What follows belongs to an exercise in optimizing a design on an open flow for small area; a production flow would make more cautious choices. At most, simulation tests tie the RTL to the original design; equivalence was not proved. Power and IR drop assume default switching activity.

Design cad_top, start of the top module:
module cad_top #(
  parameter int IMG_SIDE = 8,
  parameter int IMG_COUNT = 2,
  parameter int KER_COUNT = 2,
  localparam int IMG_IDX_W = (IMG_COUNT > 1) ? $clog2(IMG_COUNT) : 1,
  localparam int KER_IDX_W = (KER_COUNT > 1) ? $clog2(KER_COUNT) : 1
) (
  input  logic                 clk,
  input  logic                 rst_n,
  input  logic                 i_in_valid,
  input  cad_pkg::data_t       i_matrix,
  input  logic                 i_start,
  input  logic [IMG_IDX_W-1:0] i_img_idx,
  input  logic [KER_IDX_W-1:0] i_ker_idx,
  output logic                 o_busy,
  output logic                 o_out_valid,
  output logic                 o_out_value
);
Size: ~1,500 flip-flops, ~17 I/O pins, ~0.046 mm² of cells after synthesis.
Settings: LEC_CHECK=0, ABC_AREA=1, CAP_MARGIN=20, CORE_MARGIN=2, CORE_UTILIZATION=75, CTS_CLUSTER_DIAMETER=80, CTS_CLUSTER_SIZE=25, PLACE_DENSITY=0.86, SLEW_MARGIN=20; clock period 12.0 ns.
run.sh (not shown) runs the stock make flow with config.mk's settings and CLKGATE_MAP_FILE= SYNTH_SCRIPT=/design/flow/synth_recipe.tcl, a recipe that flattens the netlist after the stock synthesis.
Next try:
--- a/flow/design.v
+++ b/flow/design.v
@@ -47,14 +47,16 @@
   logic [5:0] woff;      
   logic [5:0] rpos;      
   logic [4:0] kpos;      
   logic [4:0] outi;      
   logic       run;       
   logic [1:0] gap;       
   logic       cmp;
+  logic       cmp_q;
+  logic       mx_last;
   logic       out_valid;
   logic signed [19:0] acc;
   logic [20:0] mx;        
   logic wr;
   logic [5:0] rpos_init;
   logic [4:0] kpos_init;
   logic [4:0] kpos_goal;
@@ -86,18 +88,24 @@
       4'd11: sched = {1'b1, 6'd54};   
       4'd12: sched = {1'b0, 6'd27};   
       4'd13: sched = {1'b0, 6'd19};   
       4'd14: sched = {1'b1, 6'd56};   
       default: sched = {1'b1, 6'd48};   
     endcase
   end
-  assign start_out = comp && !outi[4] && !run && kpos == 5'd0 && rpos == sched[5:0];
+  logic rpos_hit;
+  logic kpos_hit;
+  assign rpos_hit = (rpos == (outi[4] ? rpos_init : sched[5:0]));
+  assign kpos_hit = (kpos == kpos_goal);
+  assign start_out = comp && !outi[4] && !run && kpos_hit && rpos_hit;
   assign mac = (run && gap == 2'd0) || start_out;
-  assign img_step = comp && !(outi[4] && rpos == rpos_init);
-  assign ker_step = mac || (comp && !run && kpos != kpos_goal);
+  assign img_step = comp && !(outi[4] && rpos_hit);
+  assign ker_step = mac || (comp && !run && !kpos_hit);
+  logic restored;
+  assign restored = outi[4] && !img_step && kpos_hit && !cmp && !cmp_q;
   assign row_end = (kpos == 5'd4) || (kpos == 5'd9) || (kpos == 5'd14) || (kpos == 5'd19);
   logic pol;
   logic img_rot, img_rot_n, ker_rot, ker_rot_n;
   logic en_i0, en_i1, en_k0, en_k1;
   logic en_i0_n, en_i1_n, en_k0_n, en_k1_n;
   logic [7:0] wdata;
   logic [7:0] head_i0, head_i1, head_k0, head_k1;
@@ -142,15 +150,14 @@
         woff <= woff + 6'd1;
       end
     end
   end
   logic mac_q;
   logic tap_q;
   logic first_q;
-  logic cmp_q;
   always_ff @(posedge clk) begin
     mac_q <= mac;
     tap_q <= sched[6];
     first_q <= (kpos == 5'd0);
   end
   always_comb begin
     case ({img_sel, tap_q})
@@ -419,16 +426,15 @@
           end else begin
             run <= 1'b1;
             if (row_end) gap <= 2'd3;
           end
         end else if (gap != 2'd0) begin
           gap <= gap - 2'd1;
         end
-        if (outi[4] && !img_step && kpos == kpos_init && !cmp && !cmp_q
-            && (!out_valid || mx_last)) begin
+        if (restored && out_valid && mx_last) begin
           busy <= 1'b0;
           comp <= 1'b0;
         end
       end
     end
   end
   always_ff @(posedge clk) begin
@@ -440,15 +446,14 @@
       rpos <= rpos_init;
       kpos <= kpos_init;
     end else begin
       if (img_step) rpos <= rpos + 6'd1;
       if (ker_step) kpos <= (kpos == 5'd24) ? 5'd0 : kpos + 5'd1;
     end
   end
-  logic mx_last;
   assign mx_last = (mx[20:2] == 19'd0) && mx[1];
   logic acc_gt;
   always_comb begin
     acc_gt = 1'b0;
     for (int i = 0; i < 19; i++) begin
       acc_gt = (acc[i] & ~mx[i]) | (~(acc[i] ^ mx[i]) & acc_gt);
     end
@@ -460,15 +465,17 @@
     end else if (out_valid) begin
       mx <= {1'b0, mx[20:1]};
     end
   end
   always_ff @(posedge clk or negedge rst_n) begin
     if (!rst_n) begin
       out_valid <= 1'b0;
-    end else if (cmp_q && outi[1:0] == 2'd0) begin
+    end else if (cmp_q && outi[1:0] == 2'd0 && !outi[4]) begin
+      out_valid <= 1'b1;
+    end else if (comp && restored && !out_valid) begin
       out_valid <= 1'b1;
     end else if (out_valid && mx_last) begin
       out_valid <= 1'b0;
     end
   end
   assign o_busy = busy;
   assign o_out_valid = out_valid;
The new run went through all stages and came out clean.
Critical path depth rose by 1.
Final area hardly moves.
Total power goes up by 11%.
Routed wire length went down by 2.6%.
Flip-flop and latch count does not change.
No functional check of the RTL was part of the second run of this note.

Another version of the RTL of cad_top (not shown whole).
Size in the first run: ~1500 flip-flops, roughly 17 I/O pins, about 46000 um^2 of cells after synthesis.
make LEC_CHECK=0 ABC_AREA=1 CAP_MARGIN=20 CORE_MARGIN=2 CORE_UTILIZATION=75 CTS_CLUSTER_DIAMETER=80 CTS_CLUSTER_SIZE=25 PLACE_DENSITY=0.86 SLEW_MARGIN=20 finish   # period 12.0 ns
Edit:
--- a/flow/design.v
+++ b/flow/design.v
@@ -86,24 +86,28 @@
       4'd9:  sched = {1'b0, 6'd25};   
       4'd10: sched = {1'b0, 6'd16};   
       4'd11: sched = {1'b1, 6'd54};   
       4'd12: sched = {1'b0, 6'd27};   
       4'd13: sched = {1'b0, 6'd19};   
       4'd14: sched = {1'b1, 6'd56};   
       default: sched = {1'b1, 6'd48};   
     endcase
   end
-  assign start_out = comp && !outi[4] && !run && kpos == 5'd0 && rpos == sched[5:0];
+  logic rpos_hit;
+  logic kpos_hit;
+  assign rpos_hit = (rpos == (outi[4] ? rpos_init : sched[5:0]));
+  assign kpos_hit = (kpos == kpos_goal);
+  assign start_out = comp && !outi[4] && !run && kpos_hit && rpos_hit;
   assign mac = (run && gap == 2'd0) || start_out;
-  assign img_step = comp && !(outi[4] && rpos == rpos_init);
-  assign ker_step = mac || (comp && !run && kpos != kpos_goal);
+  assign img_step = comp && !(outi[4] && rpos_hit);
+  assign ker_step = mac || (comp && !run && !kpos_hit);
   logic restored;
-  assign restored = outi[4] && !img_step && kpos == kpos_init && !cmp && !cmp_q;
+  assign restored = outi[4] && !img_step && kpos_hit && !cmp && !cmp_q;
   assign row_end = (kpos == 5'd4) || (kpos == 5'd9) || (kpos == 5'd14) || (kpos == 5'd19);
   logic pol;
   logic img_rot, img_rot_n, ker_rot, ker_rot_n;
   logic en_i0, en_i1, en_k0, en_k1;
   logic en_i0_n, en_i1_n, en_k0_n, en_k1_n;
   logic [7:0] wdata;
   logic [7:0] head_i0, head_i1, head_k0, head_k1;
   always_ff @(posedge clk or negedge rst_n) begin
     if (!rst_n) pol <= 1'b0;
Result: Via count went down by about 0.45%; core utilization hardly moves; synthesized area stays flat; count of clock-buffer cells in the layout drops by 1; die area is about the same; total power grows by 9.1%; non-clock buffer count is lower by 2.
No functional check of the RTL was part of the first run of this note.

==> port drivers added, routing unchanged <==
In the flow no input, the clock included, has a driving cell. The finished layouts below were timed again as built, in two steps.
Step 1: set_driving_cell puts a clkbuf_16 on clk and a buf_2 on each other input, an assumption about the parent block.
Step 2 times the ports against the registers' clock, not the clock port: input delays grow and output delays shrink by t, the midpoint of the rising clock arrivals with the driver on.
a / b / c = ideal ports / drivers / drivers and shift; a / b = the first two.
run | t (ns) | setup slack, ns | worst slew at a driven data input, ns | cell pins on the clock port's net
the first run of note 1 | 0.686 | 2.230 / 2.230 / 2.230 | 0.04 | 1
the second run of note 1 | 0.688 | 2.189 / 2.189 / 2.189 | 0.05 | 1
the first run of note 2 | 0.698 | 2.007 / 2.007 / 2.007 | 0.06 | 1
the second run of note 2 | 0.692 | 2.119 / 2.119 / 2.119 | 0.05 | 1
After both steps setup and hold are still met in every run listed.
